This design comes from an exercise in tuning for small area on the open sky130 flow, not from production work.
Where RTL was checked, it was by simulation tests only, not by an equivalence proof against the original. No driver is modelled on the clock port, so clocking that relies on it looks cheaper here than on a real chip.

==> inputs of trial 95 <==
==> flow/design.v (excerpt) <==
module http_date_to_epoch_parser (
   input  wire logic               clock,
   input  wire logic               reset,
   input  wire logic [7:0]         req_text_byte,
   input  wire logic               req_first,
   input  wire logic               req_push,
   output logic                    req_full,
   output logic [1:0]              rsp_status,
   output logic signed [39:0]      rsp_epoch_seconds,
   output logic                    rsp_empty,
   input  wire logic               rsp_pop,
   input  wire logic               csr_valid,
   output logic                    csr_ready,
   input  wire logic signed [17:0] csr_zone_offset
);
Settings: LEC_CHECK=0, ABC_AREA=1, CAP_MARGIN=10, CORE_MARGIN=2, CORE_UTILIZATION=75, SLEW_MARGIN=10; clock period 8.0 ns.
standard.sh (not shown) runs the stock make flow with config.mk's settings and CLKGATE_MAP_FILE= SYNTH_SCRIPT=/design/flow/synth_recipe.tcl, a recipe that flattens the netlist after the stock synthesis.
==> flow/flow/run.sh <==
#!/bin/bash
# Standard layout with two placement/CTS options changed:
#  - port buffers use the smallest buffer cell (every port still gets one);
#  - the clock tree is built without dummy load cells.
# Everything else, synthesis included, is the standard flow (standard.sh).
set -e
export BUFFER_PORTS_ARGS="-buffer_cell sky130_fd_sc_hd__buf_1"
export CTS_ARGS="-sink_clustering_enable -repair_clock_nets -dont_use_dummy_load -sink_clustering_size 28 -sink_clustering_max_diameter 100 -buf_list sky130_fd_sc_hd__clkbuf_16"
bash standard.sh > standard.log 2>&1
==> trial 84: changes against trial 95 <==
--- a/flow/design.v
+++ b/flow/design.v
@@ -153,15 +153,15 @@
                      done <= done || !is_dig;
                      if (take) day_v <= acc10;
                   end
                end
                P_MON: begin
                   if (is_sp) begin
                      cnt <= 3'd0;
-                     if (cnt != 3'd3) mc <= 4'd15;
+                     mc  <= (cnt == 3'd3 && mc != 4'd15) ? mc : 4'd0;
                   end else begin
                      if (cnt < 3'd3) mc <= mnext;
                      if (cnt != 3'd4) cnt <= cnt + 3'd1;
                   end
                end
                P_YEAR: begin
                   if (is_sp) begin
@@ -211,62 +211,62 @@
    logic        hor, sh1, shs, s60, sss, swf, srdy;
    logic [1:0]  hj;
    logic [38:0] x;
    logic [38:0] p1, p2, sum;
    logic [10:0] p3;
    logic        h_ready, n_ready, x_en, go;
    logic [3:0]  gbits;
-   logic [22:0] g;
+   logic [20:0] g;
    logic        y_mod4, y_mod100, y_mod400, leap, lc;
-   logic [9:0]  tdoy;
+   logic [8:0]  tdoy;
    logic        wr_x;
-   localparam logic [38:0] K3 = 39'h7FFFEF87FB;    
+   localparam logic [38:0] K3 = 39'h7FFFFA82A9;    
    assign h_ready = (ph == P_TIME) && (cnt >= 3'd2);
    assign n_ready = (ph == P_TIME) && (cnt >= 3'd5);
    assign go      = (ph == P_TIME) && !first;
    assign gbits = {yb[12 + hj], yb[8 + hj], yb[4 + hj], yb[hj]};
    always_comb begin
       case (gbits)
-         4'd0:    g = 23'h000000;
-         4'd1:    g = 23'h00111F;
-         4'd2:    g = 23'h00AB36;
-         4'd3:    g = 23'h00BC55;
-         4'd4:    g = 23'h06B013;
-         4'd5:    g = 23'h06C132;
-         4'd6:    g = 23'h075B49;
-         4'd7:    g = 23'h076C68;
-         4'd8:    g = 23'h42E0BE;
-         4'd9:    g = 23'h42F1DD;
-         4'd10:   g = 23'h438BF4;
-         4'd11:   g = 23'h439D13;
-         4'd12:   g = 23'h4990D1;
-         4'd13:   g = 23'h49A1F0;
-         4'd14:   g = 23'h4A3C07;
-         default: g = 23'h4A4D26;
+         4'd0:    g = 21'h000000;
+         4'd1:    g = 21'h0005B5;
+         4'd2:    g = 21'h003912;
+         4'd3:    g = 21'h003EC7;
+         4'd4:    g = 21'h023AB1;
+         4'd5:    g = 21'h024066;
+         4'd6:    g = 21'h0273C3;
+         4'd7:    g = 21'h027978;
+         4'd8:    g = 21'h164AEA;
+         4'd9:    g = 21'h16509F;
+         4'd10:   g = 21'h1683FC;
+         4'd11:   g = 21'h1689B1;
+         4'd12:   g = 21'h18859B;
+         4'd13:   g = 21'h188B50;
+         4'd14:   g = 21'h18BEAD;
+         default: g = 21'h18C462;
       endcase
    end
    assign y_mod4   = !yb[0] && !(yb[4] ^ yb[1]);
    assign y_mod100 = (yb[7:0] == 8'd0);
    assign y_mod400 = y_mod100 && !yb[8] && !(yb[12] ^ yb[9]);
    assign leap     = y_mod100 ? y_mod400 : y_mod4;
-   assign lc       = leap && (mc[3:1] == 3'd0 || mc == 4'd15);
+   assign lc       = leap && (mc[3:1] == 3'd0);
    always_comb begin
       case (mc)
-         4'd0, 4'd15: tdoy = lc ? 10'd3 : 10'd6;
-         4'd1:    tdoy = lc ? 10'd96 : 10'd99;
-         4'd2:    tdoy = 10'd183;
-         4'd3:    tdoy = 10'd276;
-         4'd4:    tdoy = 10'd366;
-         4'd5:    tdoy = 10'd459;
-         4'd6:    tdoy = 10'd549;
-         4'd7:    tdoy = 10'd642;
-         4'd8:    tdoy = 10'd735;
-         4'd9:    tdoy = 10'd825;
-         4'd10:   tdoy = 10'd918;
-         default: tdoy = 10'd1008;
+         4'd0:    tdoy = lc ? 9'd1 : 9'd2;
+         4'd1:    tdoy = lc ? 9'd32 : 9'd33;
+         4'd2:    tdoy = 9'd61;
+         4'd3:    tdoy = 9'd92;
+         4'd4:    tdoy = 9'd122;
+         4'd5:    tdoy = 9'd153;
+         4'd6:    tdoy = 9'd183;
+         4'd7:    tdoy = 9'd214;
+         4'd8:    tdoy = 9'd245;
+         4'd9:    tdoy = 9'd275;
+         4'd10:   tdoy = 9'd306;
+         default: tdoy = 9'd336;
       endcase
    end
    logic h3, hs_go, s60_go, sh1_go, x_hold;
    assign h3     = hor && !sh1;
    assign hs_go  = shs && h_ready;
    assign s60_go = s60 && (sss || n_ready);
    assign sh1_go = sh1 && (!shs || h_ready);
@@ -274,25 +274,25 @@
    always_comb begin
       for (int i = 0; i < 39; i++) begin
          p1[i] = (s60_go && i >= 6 && x[(i >= 6) ? i - 6 : 0])
                | (x_hold && x[i])
                | (sh1_go && i >= 1 && x[(i >= 1) ? i - 1 : 0])
                | (h3 && K3[i]);
       end
-      if (hor && hj[1] != hj[0]) p1[0] = ~(yb[4] ^ yb[1]);
+      if (hor && hj == 2'd1) p1[0] = ~(yb[4] ^ yb[1]);
       if (hor && hj == 2'd0) p1[0] = ~yb[0];
       for (int i = 0; i < 39; i++) begin
-         p2[i] = (hor && i < 23 && g[(i < 23) ? i : 0])
-               | (hs_go && i == 2 && !yb[0])
+         p2[i] = (hor && i < 21 && g[(i < 21) ? i : 0])
+               | (hs_go && i >= 2 && x[(i >= 2) ? i - 2 : 0])
                | (s60_go && (i < 2 ? (i == 0 || !sss) : !x[(i >= 2) ? i - 2 : 0]))
                | (wr_x && i < 18 && zw[(i < 18) ? i : 0]);
       end
-      if (hor && sh1 && hj == 2'd2)      p3 = {1'd0, tdoy};
-      else if (hor && hj == 2'd1)        p3 = {2'd0, day_v, {2{~(yb[12] ^ yb[9])}}};
-      else if (hor && hj == 2'd0)        p3 = {2'd0, day_v, {2{~yb[8]}}};
+      if (hor && sh1 && hj == 2'd2)      p3 = {2'd0, tdoy};
+      else if (hor && hj == 2'd1)        p3 = {3'd0, day_v, ~(yb[12] ^ yb[9])};
+      else if (hor && hj == 2'd0)        p3 = {10'd0, ~yb[8]};
       else if (hs_go)                    p3 = {4'd0, hour_v};
       else if (s60_go && !sss)           p3 = 11'd1408 | {4'd0, min_v};
       else if (s60_go)                   p3 = 11'd512 | {4'd0, sec_v};
       else                               p3 = 11'd0;
    end
    logic [38:0] csa_s, csa_c, pp, gg, cy;
    logic [9:0]  grp_g, grp_p;
@@ -323,44 +323,32 @@
                   cy[4*k+i] = gg[4*k+i-1] | (pp[4*k+i-1] & cy[4*k+i-1]);
             end
          end
       end
       sum = pp ^ cy;
    end
    logic [38:0] ring [9];
-   logic [3:0]  wd, rc;
+   logic [3:0]  wd, rdd, rc;
    logic [1:0]  pe0, pe1;
+   logic [3:0]  oc;
    logic        hv;
    logic [1:0]  hs;
    logic [38:0] he;
    logic        pop, space, wr_e, wr_any, rd_now, err_tap;
    logic [38:0] tap, wword;
    assign tap     = ring[8];
    assign pop     = rsp_pop && hv;
-   logic rd_al;
-   assign rd_al   = (wd == rc) || (rc == 4'd9 && wd == 4'd0);
-   assign rd_now  = rd_al && (rc != 4'd0) && (!hv || pop);
+   assign rd_now  = (rdd == 4'd0) && (rc != 4'd0) && (!hv || pop);
    assign space   = (rc != 4'd9) || rd_now;
    assign wr_x    = srdy && (wd == 4'd0) && space;
    assign wr_e    = !srdy && (pe0 != 2'd0) && (wd == 4'd0) && space;
    assign wr_any  = wr_x || wr_e;
    assign wword   = wr_x ? sum : {3'b100, 35'd0, pe0[1]};
    assign err_tap = tap[38] && !tap[37] && !tap[36];
-   logic       xh, np0, np1;
-   assign xh  = sss || srdy;
-   assign np0 = (pe0 != 2'd0);
-   assign np1 = (pe1 != 2'd0);
-   always_comb begin
-      case (rc)
-         4'd9:    req_full = (hv && (xh || np0)) || (xh && np0) || np1;
-         4'd8:    req_full = (hv && xh && np0) || (hv && np1) || (xh && np1);
-         4'd7:    req_full = hv && xh && np1;
-         default: req_full = 1'b0;
-      endcase
-   end
+   assign req_full          = (oc > 4'd10);
    assign rsp_empty         = !hv;
    assign rsp_status        = hs;
    assign rsp_epoch_seconds = {he[38], he};
    assign x_en = hor || (shs && h_ready) || (s60 && (sss || n_ready));
    always_ff @(posedge clock) begin
       x <= sum;
    end
@@ -433,22 +421,26 @@
          he <= err_tap ? 39'd0 : tap;
       end
    end
    always_ff @(posedge clock) begin
       logic [1:0] n0, n1;
       if (reset) begin
          wd  <= 4'd0;
+         rdd <= 4'd0;
          rc  <= 4'd0;
          hv  <= 1'b0;
+         oc  <= 4'd0;
          pe0 <= 2'd0;
          pe1 <= 2'd0;
       end else begin
          wd  <= wr_any ? 4'd0 : ((wd == 4'd0) ? 4'd8 : wd - 4'd1);
+         rdd <= rd_now ? 4'd0 : ((rdd == 4'd0) ? 4'd8 : rdd - 4'd1);
          rc  <= rc + {3'd0, wr_any} - {3'd0, rd_now};
          hv  <= rd_now || (hv && !pop);
+         oc  <= oc + {3'd0, fin_any} - {3'd0, pop};
          n0 = wr_e ? pe1 : pe0;
          n1 = wr_e ? 2'd0 : pe1;
          if (fin1 || fin2) begin
             if (n0 == 2'd0) n0 = fin2 ? 2'd2 : 2'd1;
             else            n1 = fin2 ? 2'd2 : 2'd1;
          end
          pe0 <= n0;
==> flow/run.sh (new file) <==
#!/bin/bash
# synth_recipe.tcl (not shown) runs the flow's synth.tcl, then flattens the netlist and writes it again
# the make line also repeats each setting of config.mk as NAME=value (left out here)
make -C /OpenROAD-flow-scripts/flow DESIGN_CONFIG=/design/flow/config.mk WORK_HOME=/design/flow/orfs CLKGATE_MAP_FILE= SYNTH_SCRIPT=/design/flow/synth_recipe.tcl finish
- CAP_MARGIN: 10 -> 20
- CORE_UTILIZATION: 75 -> 60
- CTS_BUF_LIST: default -> sky130_fd_sc_hd__clkbuf_16
- CTS_CLUSTER_DIAMETER: default -> 100
- CTS_CLUSTER_SIZE: default -> 22
- SLEW_MARGIN: 10 -> 20
removed: flow/flow/run.sh
removed: flow/standard.sh
==> build 75: changes against trial 95 <==
==> flow/flow/run.sh (replaced) <==
#!/bin/bash
# Standard layout with two placement/CTS options changed:
#  - port buffers use the smallest buffer cell (every port still gets one);
#  - the clock tree is built without dummy load cells.
# Everything else, synthesis included, is the standard flow (standard.sh).
set -e
export BUFFER_PORTS_ARGS="-buffer_cell sky130_fd_sc_hd__buf_1"
export CTS_ARGS="-sink_clustering_enable -repair_clock_nets -dont_use_dummy_load -sink_clustering_size 30 -sink_clustering_max_diameter 100 -buf_list sky130_fd_sc_hd__clkbuf_16"
bash standard.sh > standard.log 2>&1
- CAP_MARGIN: 10 -> 20
- SLEW_MARGIN: 10 -> 20
==> results.py <==
metrics = {
    "route": {
        "wl_met2_um": 22100,
        "drt_first_pass_iters": 10,
    },
    "clock_tree": {
        "cts_buffers": 22,
    },
    "floorplanning": {
        "core_um2": 25300,
        "initial_utilization": 0.765,
    },
    "status": {
        "status": "no timing/DRC/antenna violations",
    },
    "critical_path": {
        "slowest_delay_ns": 0.62,
    },
    "power_and_ir_drop": {
        "clockPowerShare": 0.230,
    },
    "layout": {
        "nFillCells": 1548,
        "clock_buffers": 22,
        "buffers": 87,
    },
}
[end of results for trial 95]
==> results.py <==
metrics = {
    "status": {
        "status": "no timing/DRC/antenna violations",
    },
    "route": {
        "wl_met2_um": 21200,
        "drt_first_pass_iters": 6,
    },
    "floorplanning": {
        "core_um2": 25300,
        "initial_utilization": 0.765,
    },
    "layout": {
        "clock_buffers": 21,
        "instances_no_fill": 2297,
        "nFillCells": 1570,
        "buffers": 87,
    },
    "grt": {
        "met1_usage": 0.421,
    },
    "yosys": {
        "ys_ff_latch": 526,
        "async_reset_ff_frac": 0,
        "synth_compound_area_frac": 0.0926,
    },
    "critical_path": {
        "path_depth": 42,
    },
    "power_and_ir_drop": {
        "netSwitchingFraction": 0.254,
    },
    "clock_tree": {
        "hold_buffers": 0,
    },
}
[end of results for build 75]
==> results.py <==
metrics = {
    "layout": {
        "clock_buffers": 29,
        "nFillCells": 2568,
        "regArea_um2": 11600,
        "buffers": 93,
        "layout.cells.most_common": "dfxtp_1",
    },
    "floorplanning": {
        "core_um2": 32600,
        "initial_utilization": 0.609,
    },
    "route": {
        "wl_met2_um": 19900,
        "drt_first_pass_iters": 6,
    },
    "clock_tree": {
        "cts_buffers": 28,
    },
    "power_and_ir_drop": {
        "clockPowerShare": 0.199,
    },
    "yosys": {
        "ys_ff_latch": 534,
        "async_reset_ff_frac": 0,
    },
    "status": {
        "status": "no timing/DRC/antenna violations",
    },
    "grt": {
        "grt.overflow.total": 0,
    },
    "critical_path": {
        "slowest_delay_ns": 0.60,
        "start_kind": "register",
    },
}
[end of results for trial 84]
Function not checked in trial 84: the RTL went through the layout flow alone.

-- static timing again, ports no longer ideal --
How much do the figures lean on ideal ports? The routed layouts below were timed once more, with nothing changed but the port constraints.
Step 1 (the two cells are an assumption about what drives the block):
set clk [get_ports {clock}]
set_driving_cell -lib_cell sky130_fd_sc_hd__clkbuf_16 $clk
set_driving_cell -lib_cell sky130_fd_sc_hd__buf_2 [delete_from_list [all_inputs] $clk]
Step 2 adds t to the input delays and takes it off the output delays; t is the mean of the earliest and latest rising clock arrival at the registers after step 1. Input paths then give back, and output paths get back, about the clock's delay inside the block.
Three values: no drivers, after step 1, after step 2; two values: the first two.
run	t, ns	setup slack, ns	worst hold slack (ns)	pins driven straight from the clock port
trial 95	0.584	0.872 / 0.872 / 0.640	0.313 / 0.313 / 0.313	1
trial 84	0.612	0.831 / 0.831 / 0.395	0.317 / 0.317 / 0.317	1
build 75	0.588	0.849 / 0.849 / 0.657	0.308 / 0.308 / 0.308	1
After both steps setup and hold are still met in every run listed. For trial 84, which loses most, drivers alone change the setup slack by 0.000 ns; drivers and shift together by -0.436 ns.
